This is an optimization exercise on Yosys and OpenROAD, whose aim is a short achievable clock period and few clock cycles, not a production implementation. No functional check of the RTL was part of any run shown here. Power figures rest on the tool's default switching activity, not on a simulated workload.

<file path="flow/config.mk">
export PLATFORM = sky130hd
export DESIGN_NAME = rv_core
export DESIGN_NICKNAME = rv_core
export VERILOG_FILES = /design/flow/design.v
export SDC_FILE = /design/flow/constraint.sdc
export NUM_CORES = 4
export LEC_CHECK = 0
export CAP_MARGIN = 20
export CORE_MARGIN = 2
export CORE_UTILIZATION = 40
export PLACE_DENSITY = 0.6
export SETUP_SLACK_MARGIN = 4.0
export SLEW_MARGIN = 20
</file>
<file path="flow/constraint.sdc">
create_clock -name core_clock -period 6.5 [get_ports {clk}]
set_input_delay 1.3000 -clock core_clock [delete_from_list [all_inputs] [get_ports {clk}]]
set_output_delay 1.3000 -clock core_clock [all_outputs]
set_load 0.01 [all_outputs]
</file>
<file path="flow/design.v">
`default_nettype none
package rv_isa_pkg;
    localparam logic [6:0] OPC_OP     = 7'b0110011;   
    localparam logic [6:0] OPC_OP_IMM = 7'b0010011;   
    localparam logic [6:0] OPC_BRANCH = 7'b1100011;
    localparam logic [2:0] F3_ADD_SUB = 3'b000;
    localparam logic [2:0] F3_SLT     = 3'b010;
    localparam logic [2:0] F3_XOR     = 3'b100;
    localparam logic [2:0] F3_OR      = 3'b110;
    localparam logic [2:0] F3_AND     = 3'b111;
    localparam logic [2:0] F3_BEQ = 3'b000;
    localparam logic [2:0] F3_BNE = 3'b001;
    localparam logic [6:0] F7_SUB = 7'b0100000;
    localparam logic [31:0] NOP_INSN = 32'h0000_0013;   
    typedef struct packed {
        logic [6:0] funct7;
        logic [4:0] rs2;
        logic [4:0] rs1;
        logic [2:0] funct3;
        logic [4:0] rd;
        logic [6:0] opcode;
    } rv_r_fmt_t;
    typedef struct packed {
        logic [11:0] imm;
        logic [4:0]  rs1;
        logic [2:0]  funct3;
        logic [4:0]  rd;
        logic [6:0]  opcode;
    } rv_i_fmt_t;
    typedef struct packed {
        logic       imm12;
        logic [5:0] imm10_5;
        logic [4:0] rs2;
        logic [4:0] rs1;
        logic [2:0] funct3;
        logic [3:0] imm4_1;
        logic       imm11;
        logic [6:0] opcode;
    } rv_b_fmt_t;
    typedef union packed {
        rv_r_fmt_t r;
        rv_i_fmt_t i;
        rv_b_fmt_t b;
    } rv_insn_u;
endpackage
`default_nettype wire
`default_nettype none
package core_pkg;
    localparam int XLEN       = 32;
    localparam int REG_ADDR_W = 5;
    localparam logic [XLEN-1:0] RESET_PC = '0;
endpackage
`default_nettype wire
`default_nettype none
import core_pkg::*;
import rv_isa_pkg::*;
module rv_core (
    input  wire logic        clk,
    input  wire logic        rst,
    input  wire logic [31:0] imem_rdata,
    output logic [31:0]      imem_addr,
    output logic             retire_valid,
    output logic [31:0]      retire_pc,
    output logic [31:0]      retire_insn,
    output logic [4:0]       retire_rd,
    output logic             retire_rd_we,
    output logic [31:0]      retire_wdata
);
    logic [31:0] pc;
    logic        x_valid;
    logic [31:0] x_pc;
    logic [31:0] x_insn;
    logic [31:0] x_a;        
    logic [31:0] x_b;        
    logic        x_fa;       
    logic        x_fb;       
    logic        x_add, x_sub, x_and, x_or, x_xor, x_slt;
    logic        x_beq, x_bne;
    logic        x_pred;     
    logic [31:0] x_alt_pc;   
    logic [4:0]  x_rd;
    logic        x_we;
    logic        r_valid;
    logic [31:0] r_pc;
    logic [31:0] r_insn;
    logic [4:0]  r_rd;
    logic        r_we;
    logic [31:0] r_wdata;
    logic [31:0] rf [1:31];
    logic [31:0] w;
    logic [6:0]  opc;
    logic [2:0]  f3;
    logic [6:0]  f7;
    logic [4:0]  rs1, rs2, rd;
    logic        is_op, is_opi, is_br, f3_alu, f7_ok, writes, pred;
    logic [31:0] imm_i, imm_b, pc4, target;
    logic [31:0] a_rd, b_rd;
    assign imem_addr = pc;
    assign w    = imem_rdata;
    assign opc  = w[6:0];
    assign f3   = w[14:12];
    assign f7   = w[31:25];
    assign rs1  = w[19:15];
    assign rs2  = w[24:20];
    assign rd   = w[11:7];
    assign is_op  = (opc == OPC_OP);
    assign is_opi = (opc == OPC_OP_IMM);
    assign is_br  = (opc == OPC_BRANCH) && (f3[2:1] == 2'b00);
    assign f3_alu = (f3 == F3_ADD_SUB) || (f3 == F3_SLT) || (f3 == F3_XOR)
                 || (f3 == F3_OR) || (f3 == F3_AND);
    assign f7_ok  = (f7 == 7'd0) || (f7 == F7_SUB && f3 == F3_ADD_SUB);
    assign writes = f3_alu && (is_opi || (is_op && f7_ok));
    assign pred = is_br && (f3[0] ^ (rs1 == rs2));
    assign imm_i  = {{20{w[31]}}, w[31:20]};
    assign imm_b  = {{20{w[31]}}, w[7], w[30:25], w[11:8], 1'b0};
    assign pc4    = pc + 32'd4;
    logic [12:0] tg, tt, tc, tgn, ttn;
    logic [12:0] tgt_lo;
    logic        tgt_co;
    logic [18:0] pc_hi, pc_hi_inc, pc_hi_dec;
    logic [18:0] all1, all0;
    always_comb begin
        tg = pc[12:0] & imm_b[12:0];
        tt = pc[12:0] | imm_b[12:0];
        for (int d = 1; d < 13; d = d * 2) begin
            for (int i = 0; i < 13; i++) begin
                if (i >= d) begin
                    tgn[i] = tg[i] | (tt[i] & tg[i-d]);
                    ttn[i] = tt[i] & tt[i-d];
                end else begin
                    tgn[i] = tg[i];
                    ttn[i] = tt[i];
                end
            end
            tg = tgn;
            tt = ttn;
        end
        tc     = {tg[11:0], 1'b0};
        tgt_lo = pc[12:0] ^ imm_b[12:0] ^ tc;
        tgt_co = tg[12];
    end
    assign pc_hi = pc[31:13];
    always_comb begin
        all1[0] = 1'b1;
        all0[0] = 1'b1;
        for (int i = 1; i < 19; i++) begin
            all1[i] = all1[i-1] & pc_hi[i-1];
            all0[i] = all0[i-1] & !pc_hi[i-1];
        end
    end
    assign pc_hi_inc = pc_hi ^ all1;
    assign pc_hi_dec = pc_hi ^ all0;
    always_comb begin
        target[12:0] = tgt_lo;
        case ({w[31], tgt_co})
            2'b01:   target[31:13] = pc_hi_inc;
            2'b10:   target[31:13] = pc_hi_dec;
            default: target[31:13] = pc_hi;
        endcase
    end
    function automatic logic [31:0] rf_read(input logic [4:0] idx);
        if (idx == 5'd0) begin
            rf_read = '0;
        end else if (r_valid && r_we && r_rd == idx) begin
            rf_read = r_wdata;
        end else begin
            rf_read = rf[idx];
        end
    endfunction
    assign a_rd = rf_read(rs1);
    assign b_rd = rf_read(rs2);
    logic [31:0] ra, rb;      
    logic [31:0] x_ab, a_ab, o_ab;     
    logic [31:0] a_anb, o_anb;         
    logic [31:0] sum, diff, result;
    logic        a31, b31, slt, eq, taken, mispredict;
    always_comb begin
        case ({x_fa, x_fb})
            2'b00: begin
                x_ab  = x_a ^ x_b;      a_ab  = x_a & x_b;      o_ab  = x_a | x_b;
                a_anb = x_a & ~x_b;     o_anb = x_a | ~x_b;
                a31   = x_a[31];        b31   = x_b[31];
            end
            2'b10: begin
                x_ab  = r_wdata ^ x_b;  a_ab  = r_wdata & x_b;  o_ab  = r_wdata | x_b;
                a_anb = r_wdata & ~x_b; o_anb = r_wdata | ~x_b;
                a31   = r_wdata[31];    b31   = x_b[31];
            end
            2'b01: begin
                x_ab  = x_a ^ r_wdata;  a_ab  = x_a & r_wdata;  o_ab  = x_a | r_wdata;
                a_anb = x_a & ~r_wdata; o_anb = x_a | ~r_wdata;
                a31   = x_a[31];        b31   = r_wdata[31];
            end
            default: begin
                x_ab  = '0;             a_ab  = r_wdata;        o_ab  = r_wdata;
                a_anb = '0;             o_anb = '1;
                a31   = r_wdata[31];    b31   = r_wdata[31];
            end
        endcase
    end
    function automatic logic [31:0] ks_carry(input logic [31:0] g_in, input logic [31:0] t_in,
                                             input logic cin);
        logic [31:0] g, t, gn, tn;
        g = g_in;
        t = t_in;
        g[0] = g[0] | (t[0] & cin);
        for (int d = 1; d < 32; d = d * 2) begin
            for (int i = 0; i < 32; i++) begin
                if (i >= d) begin
                    gn[i] = g[i] | (t[i] & g[i-d]);
                    tn[i] = t[i] & t[i-d];
                end else begin
                    gn[i] = g[i];
                    tn[i] = t[i];
                end
            end
            g = gn;
            t = tn;
        end
        ks_carry = {g[30:0], cin};   
    endfunction
    assign sum  = x_ab ^ ks_carry(a_ab, o_ab, 1'b0);
    assign diff = ~x_ab ^ ks_carry(a_anb, o_anb, 1'b1);
    assign slt  = (a31 ^ b31) ? a31 : diff[31];
    assign eq   = (x_ab == '0);
    assign result = ({32{x_add}} & sum)
                  | ({32{x_sub}} & diff)
                  | ({32{x_and}} & a_ab)
                  | ({32{x_or}}  & o_ab)
                  | ({32{x_xor}} & x_ab)
                  | {31'd0, x_slt & slt};
    assign taken      = (x_beq && eq) || (x_bne && !eq);
    assign mispredict = x_valid && (taken != x_pred);
    always_ff @(posedge clk) begin
        if (rst) begin
            pc      <= RESET_PC;
            x_valid <= 1'b0;
        end else if (mispredict) begin
            pc      <= x_alt_pc;
            x_valid <= 1'b0;
        end else begin
            pc      <= pred ? target : pc4;
            x_valid <= 1'b1;
        end
        x_pc     <= pc;
        x_insn   <= w;
        x_a      <= a_rd;
        x_b      <= is_opi ? imm_i : b_rd;
        x_fa     <= x_valid && x_we && (x_rd == rs1);
        x_fb     <= !is_opi && x_valid && x_we && (x_rd == rs2);
        x_add    <= f3 == F3_ADD_SUB && !(is_op && f7 == F7_SUB);
        x_sub    <= f3 == F3_ADD_SUB && is_op && f7 == F7_SUB;
        x_slt    <= f3 == F3_SLT;
        x_xor    <= f3 == F3_XOR;
        x_or     <= f3 == F3_OR;
        x_and    <= f3 == F3_AND;
        x_beq    <= is_br && !f3[0];
        x_bne    <= is_br && f3[0];
        x_pred   <= pred;
        x_alt_pc <= pred ? pc4 : target;
        x_rd     <= rd;
        x_we     <= writes && (rd != 5'd0);
        r_valid  <= x_valid && !rst;
        r_pc     <= x_pc;
        r_insn   <= x_insn;
        r_rd     <= x_rd;
        r_we     <= x_we;
        r_wdata  <= result;
        if (r_valid && r_we) begin
            rf[r_rd] <= r_wdata;
        end
    end
    assign retire_valid = r_valid;
    assign retire_pc    = r_pc;
    assign retire_insn  = r_insn;
    assign retire_rd    = r_rd;
    assign retire_rd_we = r_we;
    assign retire_wdata = r_wdata;
endmodule
`default_nettype wire
</file>
<file path="flow/flow/run.sh">
#!/bin/bash
# Standard layout, with synthesis leaving adders to ABC instead of the
# platform's full/half adder cells.
set -euo pipefail
bash standard.sh ADDER_MAP_FILE= finish > make_finish.log 2>&1
</file>
<file path="flow/standard.sh">
#!/bin/bash
# synth_recipe.tcl (not shown) runs the flow's synth.tcl, then flattens the netlist and writes it again
# the make line also repeats each setting of config.mk as NAME=value (left out here)
make -C /OpenROAD-flow-scripts/flow DESIGN_CONFIG=/design/flow/config.mk WORK_HOME=/design/flow/orfs CLKGATE_MAP_FILE= SYNTH_SCRIPT=/design/flow/synth_recipe.tcl "${@:-finish}"
</file>
==> results by group, run 1 <==
Synthesis
  • Most common cell in the synthesized netlist: edfxtp_1
  • Number of enable flip-flop cells after synthesis: 992
  • Post-Syn Area per Cell: around 14 sq um
  • Dominant cell type by area after synthesis: edfxtp_1
  • Post-synth top cells: edfxtp_1 (992), mux4_2 (440), dfxtp_1 (302), a21oi_1 (297), nor2_1 (292)
  • Synth top area share: 0.471
  • Main synth FF type: edfxtp_1
  • Synth unique cells: 97
  • Synth warn: 1
  • Synth Register Bits: 1294
  • Largest cells by area after synthesis: edfxtp_1 (47%), mux4_2 (16%), dfxtp_1 (9.6%)
  • Async S/R FF share, synth: 0
  • Part of the Yosys area used for sequential elements: 0.567
  • Synth Instances: ~4500
  • Synth Cell Area: between 60000 and 70000 sq um
  • Post-Syn Nets: between 4000 and 5000

Floorplan
  • Core Rows: between 100 and 150
  • Die area: 161000 sq um
  • Die Y: 402 um
  • Core area: between 150000 and 200000 sq um
  • Chip Width: about 400 um
  • Initial core utilization: 0.404
  • I/O Pins: about 170

Layout
  • Final std cells w/o fill: 7401
  • Final Net Count: 5253
  • Layout cells sized above 1: 0.440
  • Layout area overhead: 35.4%
  • Post-route design area: 85700 sq um
  • Layout Utilization: 0.547

Drt
  • Routed len/inst: between 30 and 40 um
  • Total routed wirelength: between 200000 and 300000 um
  • Starting DRT DRC Count: between 7000 and 8000
  • Residual DRC: 0
  • DRT Pass-1 Iters: 12
  • Vias per cell: ~6.7
  • Post-DRT Antenna Nets: 0
  • Via count: 49700

Flow run
  • Max cap viols: 0

Placement
  • Placer congestion estimate: between 0.9 and 1
  • Placed cell count: between 6000 and 7000
  • HPWL Detailed: 123000 um
  • Port Buffers: 168
  • Placed cell areas: a little under 70000 sq um

Global route
  • Initial antenna violation count: 4
  • Pin count of the biggest net entering global routing: 56
  • GRT Util Overall: 0.307
  • Global-route wire length before repair: 353000 um
  • Vias in the first global route: roughly 47000
  • Congestion Overflow GR: 0

Timing
  • Unrepaired setup endpoints after global routing: yes
  • Slew margin rel.: 0.171
  • Min Tclk post-route: ~3.3 ns
  • Total negative slack: 0 ns
  • Clk_skew: around 0.042 ns
  • Final Slew Violations: 0
  • Final Cycle Share: 0.514
  • Final Setup Violations: 0
  • Fin Hold WS: between 0.3 and 0.4 ns
  • Slew @ Worst Pin: between 1 and 1.5 ns
  • Hold Violations, Final: 0
  • Peak Freq: about 300 MHz

Critical path
  • Startpoint Class: primary input
  • Crit path cell chain: buf_12 -> a222oi_1 -> o31a_4 -> o31ai_4 -> a2111oi_4 -> o211ai_4 -> or4_4 -> or3_4 -> and3_4 -> o21ai_2 -> a21oi_2
  • Crit path capture type: register
  • Reg2reg end: pc[6]
  • R2r setup slk: roughly 3.2 ns
  • R2R Path Start: x_fa
  • Worst Path Max Fanout: 3
  • Critical path required time: 7.16 ns
  • Critical Path AT: about 4.0 ns
  • R2R cell count: 14
  • Slowest cell on crit path: or4_4
  • Setup CP Type: in2reg
  • CP peak stage delay: between 0.5 and 0.6 ns

Worst hold path
  • HP Start: x_pc[17]
  • Hold WC Path Type: reg2reg
  • Hold Path Depth: 0
  • Hold Crit Endpoint: r_pc[17]

Power and ir drop
  • Combinational Power Share: 0.209
  • Pleak: about 30 nW
  • Maximum vdd drop: between 300 and 400 uV
  • Switching power of the nets: 6.37 mW
  • Sw Ratio: 0.285
  • Clock power share: 0.368
  • Int Pwr: roughly 16 mW
  • Sequential share of power: 0.423
  • P per Cell Area: approximately 260 nW/um^2

Clocking
  • Root buffer cell: clkbuf_16
  • CTS tree: built
  • Clock slew at reported path FFs: 0.06 ns
  • CTS buffer count: between 100 and 150
  • CTS Hold Bufs: 0
  • # clock sinks: ~1300
  • Clk buf depth: 3
  • Clock H-tree levels: 4
  • Worst-skew pair later-pin latency: about 0.82 ns

Run status
  • Outcome: finished clean
layout by cell type, fill, tap and decap left out, types with 38 or more instances in the layout:
cell type,netlist,layout
o22ai_1,63,52
a21oi_1,297,221
edfxtp_1,992,992
clkbuf_1,219,40
mux2i_1,210,191
nor3_1,106,58
mux2_2,81,41
a21oi_2,1,57
buf_2,47,38
mux2_4,0,40
dfxtp_1,302,196
o21ai_0,199,123
clkbuf_16,0,161
o21ai_1,19,61
buf_8,0,55
nor2_4,0,51
nor2_1,292,212
bufbuf_16,0,56
xor2_1,78,75
nor2b_1,78,46
nand2_1,133,114
dfxtp_4,0,71
buf_12,0,88
buf_16,0,73
o221ai_1,67,60
a221oi_2,7,55
xnor2_1,108,94
inv_1,57,55
mux4_2,440,440
buf_6,9,197
a22oi_1,43,41
buf_4,15,390
timing repair:
item	4_1_cts	5_1_grt
buffers inserted	368	152
cloned	100	14
pin swaps	148	214
endpoints found under the setup margin	1131	532
resized for setup	1506	439
layout make-up:
class                           instances  area, sq um
Antenna cell                            3         7.51
Timing Repair inverter                  2         17.5
Clock buffer                          193         3920
Sequential cell                      1294        36100
Clock inverter                         74          767
Fill cell                           12100        70900
Multi-Input combinational cell       2791        29700
Tap cell                             2058         2570
Timing Repair Buffer                  923        12200
Inverter                               63          269
metal layers:
| metal | track usage | part of all wire | up-vias |
|---|---|---|---|
| li1 | - | - | 19600 |
| met1 | 0.395 | 0.36 | 25300 |
| met2 | 0.470 | 0.45 | 3884 |
| met3 | 0.0879 | 0.13 | 889 |
| met4 | 0.162 | 0.064 | 4 |
| met5 | 0.00714 | 0.00066 | - |
power groups by stage:
stage          registers (mW)  clock network, mW  logic [mW]
2_1_floorplan            9.73                  0        1.85
3_3_place_gp             9.78                  0        2.67
3_5_place_dp             9.78                  0        2.69
4_1_cts                  9.46               8.27        4.23
5_1_grt                  9.48               8.60        4.83
6_report                 9.48               8.23        4.69
flip-flops by register name, indices dropped and copies added, names as in the netlist, 28 cells and up:
name      count
pc           32
rf          992
r_wdata      32
x_pc         31
x_alt_pc     32
r_insn       28
x_b          32
x_a          32
r_pc         32
x_insn       28
logic make-up (layout without fill, tap and decap cells):
family | Yosys count | after routing | share of synthesized area
flip-flops | 1294 | 1294 | 0.567
AO/OA/AOI/OAI | 1047 | 1047 | 0.111
AND/OR/NAND/NOR | 808 | 813 | 0.0614
multiplexers | 731 | 731 | 0.204
buffers and inverters | 436 | 1255 | 0.0289
XOR/XNOR | 186 | 186 | 0.0258
adder cells (fa/ha/maj) | 14 | 14 | 0.00222
other | 0 | 3 | 0
worst max-delay path by stage:
stage                        start     end  slack (ns)  cells past startpoint
finish              imem_rdata[25]  pc[24]        3.16                     11
global route        imem_rdata[25]  pc[24]        3.09                     11
CTS                 imem_rdata[11]  pc[24]        3.27                     11
detailed placement  imem_rdata[29]  pc[30]        1.65                     11
global placement    imem_rdata[29]  pc[30]        1.60                     11
floorplan           imem_rdata[10]  pc[24]        2.59                     11
worst max-delay path, delay by kind of cell:
family / cells / cell delay (ns)
buf+inv: 1 / 0.10
compound gates: 7 / 1.45
simple gates: 3 / 1.14
metrics by stage:
step,setup WS [ns],power [mW]
final,3.16,22.4
after global routing,3.09,22.9
after CTS,3.27,22.0
after detailed placement,1.65,12.5
after global placement,1.60,12.4
after floorplan,2.59,11.6
==> inputs of run 2 (changes only) <==
--- a/flow/design.v
+++ b/flow/design.v
@@ -71,11 +71,11 @@
     logic [31:0] x_pc;
     logic [31:0] x_insn;
-    logic [31:0] x_a;        
-    logic [31:0] x_b;        
-    logic        x_fa;       
-    logic        x_fb;       
+    logic [31:0] x_am;       
+    logic [31:0] x_bm;       
+    logic [31:0] fwd_a;      
+    logic [31:0] fwd_b;      
     logic        x_add, x_sub, x_and, x_or, x_xor, x_slt;
-    logic        x_beq, x_bne;
-    logic        x_pred;     
+    logic        x_mp_eq;    
+    logic        x_mp_ne;    
     logic [31:0] x_alt_pc;   
     logic [4:0]  x_rd;
@@ -94,5 +94,6 @@
     logic [4:0]  rs1, rs2, rd;
     logic        is_op, is_opi, is_br, f3_alu, f7_ok, writes, pred;
-    logic [31:0] imm_i, imm_b, pc4, target;
+    logic        fa_next, fb_next;
+    logic [31:0] imm_i, imm_b, pc4, target, pn;
     logic [31:0] a_rd, b_rd;
     assign imem_addr = pc;
@@ -112,7 +113,9 @@
     assign writes = f3_alu && (is_opi || (is_op && f7_ok));
     assign pred = is_br && (f3[0] ^ (rs1 == rs2));
-    assign imm_i  = {{20{w[31]}}, w[31:20]};
-    assign imm_b  = {{20{w[31]}}, w[7], w[30:25], w[11:8], 1'b0};
-    assign pc4    = pc + 32'd4;
+    assign fa_next = x_valid && x_we && (x_rd == rs1);
+    assign fb_next = x_valid && x_we && (x_rd == rs2) && !is_opi;
+    assign imm_i = {{20{w[31]}}, w[31:20]};
+    assign imm_b = {{20{w[31]}}, w[7], w[30:25], w[11:8], 1'b0};
+    assign pc4   = pc + 32'd4;
     logic [12:0] tg, tt, tc, tgn, ttn;
     logic [12:0] tgt_lo;
@@ -159,4 +162,5 @@
         endcase
     end
+    assign pn = pred ? target : pc4;
     function automatic logic [31:0] rf_read(input logic [4:0] idx);
         if (idx == 5'd0) begin
@@ -170,33 +174,16 @@
     assign a_rd = rf_read(rs1);
     assign b_rd = rf_read(rs2);
-    logic [31:0] ra, rb;      
+    logic [31:0] op_a, op_b;
     logic [31:0] x_ab, a_ab, o_ab;     
     logic [31:0] a_anb, o_anb;         
-    logic [31:0] sum, diff, result;
-    logic        a31, b31, slt, eq, taken, mispredict;
-    always_comb begin
-        case ({x_fa, x_fb})
-            2'b00: begin
-                x_ab  = x_a ^ x_b;      a_ab  = x_a & x_b;      o_ab  = x_a | x_b;
-                a_anb = x_a & ~x_b;     o_anb = x_a | ~x_b;
-                a31   = x_a[31];        b31   = x_b[31];
-            end
-            2'b10: begin
-                x_ab  = r_wdata ^ x_b;  a_ab  = r_wdata & x_b;  o_ab  = r_wdata | x_b;
-                a_anb = r_wdata & ~x_b; o_anb = r_wdata | ~x_b;
-                a31   = r_wdata[31];    b31   = x_b[31];
-            end
-            2'b01: begin
-                x_ab  = x_a ^ r_wdata;  a_ab  = x_a & r_wdata;  o_ab  = x_a | r_wdata;
-                a_anb = x_a & ~r_wdata; o_anb = x_a | ~r_wdata;
-                a31   = x_a[31];        b31   = r_wdata[31];
-            end
-            default: begin
-                x_ab  = '0;             a_ab  = r_wdata;        o_ab  = r_wdata;
-                a_anb = '0;             o_anb = '1;
-                a31   = r_wdata[31];    b31   = r_wdata[31];
-            end
-        endcase
-    end
+    logic [31:0] sum, diff, logic_res, result;
+    logic        slt, eq, mispredict;
+    assign op_a  = x_am | fwd_a;
+    assign op_b  = x_bm | fwd_b;
+    assign x_ab  = op_a ^ op_b;
+    assign a_ab  = op_a & op_b;
+    assign o_ab  = op_a | op_b;
+    assign a_anb = op_a & ~op_b;
+    assign o_anb = op_a | ~op_b;
     function automatic logic [31:0] ks_carry(input logic [31:0] g_in, input logic [31:0] t_in,
                                              input logic cin);
@@ -222,31 +209,33 @@
     assign sum  = x_ab ^ ks_carry(a_ab, o_ab, 1'b0);
     assign diff = ~x_ab ^ ks_carry(a_anb, o_anb, 1'b1);
-    assign slt  = (a31 ^ b31) ? a31 : diff[31];
+    assign slt  = (op_a[31] ^ op_b[31]) ? op_a[31] : diff[31];
     assign eq   = (x_ab == '0);
+    assign logic_res = ({32{x_and}} & a_ab)
+                     | ({32{x_or}}  & o_ab)
+                     | ({32{x_xor}} & x_ab);
     assign result = ({32{x_add}} & sum)
                   | ({32{x_sub}} & diff)
-                  | ({32{x_and}} & a_ab)
-                  | ({32{x_or}}  & o_ab)
-                  | ({32{x_xor}} & x_ab)
+                  | logic_res
                   | {31'd0, x_slt & slt};
-    assign taken      = (x_beq && eq) || (x_bne && !eq);
-    assign mispredict = x_valid && (taken != x_pred);
+    assign mispredict = eq ? x_mp_eq : x_mp_ne;
+    logic go;   
+    assign go = !rst && !mispredict;
     always_ff @(posedge clk) begin
         if (rst) begin
-            pc      <= RESET_PC;
-            x_valid <= 1'b0;
+            pc <= RESET_PC;
         end else if (mispredict) begin
-            pc      <= x_alt_pc;
-            x_valid <= 1'b0;
+            pc <= x_alt_pc;
         end else begin
-            pc      <= pred ? target : pc4;
-            x_valid <= 1'b1;
-        end
+            pc <= pn;
+        end
+        x_valid  <= go;
+        x_mp_eq  <= go && is_br && (!f3[0] ^ pred);
+        x_mp_ne  <= go && is_br && (f3[0] ^ pred);
         x_pc     <= pc;
         x_insn   <= w;
-        x_a      <= a_rd;
-        x_b      <= is_opi ? imm_i : b_rd;
-        x_fa     <= x_valid && x_we && (x_rd == rs1);
-        x_fb     <= !is_opi && x_valid && x_we && (x_rd == rs2);
+        x_am     <= fa_next ? '0 : a_rd;
+        x_bm     <= is_opi ? imm_i : (fb_next ? '0 : b_rd);
+        fwd_a    <= fa_next ? result : '0;
+        fwd_b    <= fb_next ? result : '0;
         x_add    <= f3 == F3_ADD_SUB && !(is_op && f7 == F7_SUB);
         x_sub    <= f3 == F3_ADD_SUB && is_op && f7 == F7_SUB;
@@ -255,7 +244,4 @@
         x_or     <= f3 == F3_OR;
         x_and    <= f3 == F3_AND;
-        x_beq    <= is_br && !f3[0];
-        x_bne    <= is_br && f3[0];
-        x_pred   <= pred;
         x_alt_pc <= pred ? pc4 : target;
         x_rd     <= rd;
==> results by group, run 2 <==
Layout
  • Layout cells sized above 1: 0.469
  • Register area: between 30000 and 40000 sq um
  • Post-route design area: approximately 85000 sq um
  • Area taken by multi-input logic gates: approximately 28000 sq um
  • Layout area overhead: 35.9%
  • Largest register FFs: 992
  • Leading cell type in the layout, fill and taps excluded: edfxtp_1
  • Final Net Count: ~5000
  • Fillers: 12000
  • Top reg by flops: rf
  • Final std cells w/o fill: a little over 7000
  • Most frequent cells in the layout: edfxtp_1 (992), mux4_2 (494), buf_4 (407)
  • Layout Utilization: 0.547

Clocking
  • CTS Hold Bufs: 0
  • # clock sinks: roughly 1400
  • Clock H-tree levels: 4
  • Clk buf depth: 3
  • CTS buffer count: 145
  • Clock slew at reported path FFs: 0.07 ns
  • Worst-skew pair later-pin latency: slightly above 0.8 ns
  • Root buffer cell: clkbuf_16
  • CTS tree: built

Synthesis
  • XOR/XNOR Fraction of Synth Area: 0.0201
  • Synth top area share: 0.475
  • Largest family of logic cells by synthesized area: multiplexers
  • Most common cell in the synthesized netlist: edfxtp_1
  • Post-Synth Simple-Gate Area: 0.0674
  • Async S/R FF share, synth: 0
  • Synth unique cells: 98
  • Synth Instances: about 4200
  • Largest cells by area after synthesis: edfxtp_1 (48%), mux4_2 (18%), dfxtp_1 (12%)
  • Post-Syn Nets: roughly 4300
  • Number of enable flip-flop cells after synthesis: about 990
  • Synth Cell Area: around 63000 sq um
  • Dominant cell type by area after synthesis: edfxtp_1
  • Part of the Yosys area used for sequential elements: 0.591
  • Post-Syn Area per Cell: roughly 15 sq um
  • Post-synthesis compound-gate area fraction: 0.0761
  • Post-Synth Adder-Cell Area: 0.00553
  • Synth warn: 1
  • Post-synth top cells: edfxtp_1 (992), mux4_2 (494), nor2_1 (409), dfxtp_1 (363), a21oi_1 (236)
  • Synth Register Bits: 1355
  • Post-synthesis mux area share: 0.218
  • Main synth FF type: edfxtp_1

Worst hold path
  • Hold WC Path Type: reg2reg
  • HP Start: x_pc[24]
  • Hold Crit Endpoint: r_pc[24]
  • Hold Path Depth: 0

Floorplan
  • Die Y: 400 um
  • Initial core utilization: 0.402
  • Die area: about 160000 sq um
  • I/O Pins: approximately 170
  • Core Rows: between 100 and 150
  • Core area: 156000 sq um
  • Chip Width: around 400 um

Placement
  • HPWL Detailed: between 100000 and 150000 um
  • Placed cell count: about 6300
  • Pre-CTS WS: around 1.8 ns
  • Placer congestion estimate: between 0.9 and 1
  • Placed cell areas: 68200 sq um
  • Port Buffers: 168

Drt
  • Residual DRC: 0
  • Total routed wirelength: about 250000 um
  • Via count: 46100
  • Starting DRT DRC Count: about 6500
  • Vias per cell: around 6.4
  • Routed len/inst: ~34 um
  • Post-DRT Antenna Nets: 0
  • DRT Pass-1 Iters: 6

Timing
  • Clk_skew: 0.0352 ns
  • Fin Hold WS: about 0.32 ns
  • Min Tclk post-route: 3.13 ns
  • Slew @ Worst Pin: 1.03 ns
  • Total negative slack: 0 ns
  • Hold Violations, Final: 0
  • Peak Freq: 319 MHz
  • Final Cycle Share: 0.482
  • Slew margin rel.: 0.303
  • Final Slew Violations: 0
  • Final Setup Violations: 0
  • Unrepaired setup endpoints after global routing: yes
  • Final WS setup: ~3.4 ns

Global route
  • Pin count of the biggest net entering global routing: 59
  • Vias in the first global route: 43900
  • Global-route wire length before repair: around 330000 um
  • Congestion Overflow GR: 0
  • Initial antenna violation count: 7
  • GRT Util Overall: 0.291

Critical path
  • Crit path cell chain: or2_0 -> nand2_1 -> nand2_1 -> nor3_2 -> nand4_1 -> nor4_4 -> mux2i_4 -> buf_12 -> buf_12 -> buf_16 -> o211a_1 -> nor3_2
  • R2R cell count: 12
  • Worst Path Max Fanout: 7
  • Slowest cell on crit path: nor4_4
  • R2r setup slk: between 3 and 4 ns
  • Crit path capture type: register
  • R2R Path Start: fwd_b[26]
  • Critical Path AT: 3.78 ns
  • Startpoint Class: register
  • Critical path required time: between 7 and 8 ns
  • CP peak stage delay: about 0.52 ns
  • Setup CP Type: reg2reg
  • Reg2reg end: pc[28]

Power and ir drop
  • P per Cell Area: around 270 nW/um^2
  • Maximum vdd drop: around 250 uV
  • Design Power: ~23 mW
  • Pleak: just over 30 nW

Run status
  • Outcome: finished clean

Flow run
  • Max cap viols: 0
run 2: logic make-up after synthesis:
| family | count (synthesis) |
|---|---|
| adders and majority gates | 34 |
| AOI/OAI and AO/OA | 728 |
| buffers and inverters | 340 |
| muxes | 740 |
| xor gates and xnor gates | 144 |
| and+or+nand+nor | 895 |
| DFF | 1355 |
run 2: power breakdown:
| part | switching [mW] | internal [mW] | total [mW] | leakage (nW) |
|---|---|---|---|---|
| Sequential | 0.157 | 9.69 | 9.85 | 12.1 |
| Clock | 3.61 | 4.82 | 8.43 | 2.34 |
| Combinational | 2.39 | 2.21 | 4.60 | 16.0 |
| Total | 6.16 | 16.7 | 22.9 | 30.4 |
run 2: cell type report:
| cell class | count | area share |
|---|---|---|
| Sequential cell | 1355 | 0.439 |
| Multi-Input combinational cell | 2543 | 0.329 |
| Timing Repair Buffer | 921 | 0.143 |
| Clock buffer | 191 | 0.0472 |
| Tap cell | 2058 | 0.0302 |
| Clock inverter | 77 | 0.00887 |
| Inverter | 42 | 0.00188 |
| Antenna cell | 3 | 0.0000881 |
run 2: worst max-delay path by stage:
stage	startpoint	endpoint	slack (ns)	cells past startpoint
global route	fwd_b[26]	pc[28]	3.26	12
global placement	imem_rdata[8]	pc[19]	1.85	11
finish	fwd_b[26]	pc[28]	3.37	12
CTS	pc[7]	imem_addr[7]	3.29	1
floorplan	imem_rdata[9]	pc[19]	2.97	11
detailed placement	imem_rdata[8]	pc[19]	1.82	11
run 2: critical path: cells and delay by family (launching register included):
kind                   cells  cell delay, ns
multiplexers               1            0.33
buffers and inverters      3            0.44
AO/OA/AOI/OAI              1            0.17
flip-flops                 1            0.32
AND/OR/NAND/NOR            7            1.71
run 2: repair_timing:
item | 4_1_cts | 5_1_grt
cloned | 97 | 27
buffers inserted | 340 | 156
endpoints found under the setup margin | 1222 | 520
pin swaps | 176 | 184
resized for setup | 1554 | 346
run 2: per-layer routing:
metal / GRT usage / up-vias / share of wire
li1: - / 18600 / -
met2: 0.460 / 3089 / 0.46
met5: 0 / - / 0.000049
met3: 0.0618 / 645 / 0.12
met4: 0.116 / 2 / 0.051
met1: 0.394 / 23800 / 0.38

[port drivers added, routing unchanged]
No port has a modelled driver above. Below, the same layouts with a new extraction and two added sets of constraints. Step 1 sets driving cells, clkbuf_16 on the clock port and buf_2 on the other inputs (assumed; they add their load-dependent delay and slew). Step 2 times the ports against the registers' clock, not the clock port: input delays grow and output delays shrink by t, the midpoint of the rising clock arrivals with the driver on. a / b / c = ideal ports / drivers / drivers and shift; a / b = the first two.
| run | t, ns | slack for setup (ns) | worst setup path at the end | pins driven straight from the clock port |
|---|---|---|---|---|
| run 1 | 0.879 | 3.159 / 3.184 / 2.305 | input to register | 1 |
| run 2 | 0.887 | 3.368 / 3.282 / 2.395 | input to register | 1 |
After both steps setup and hold are still met in every run listed. For run 2, which loses most, drivers alone change the setup slack by -0.086 ns; drivers and shift together by -0.973 ns.
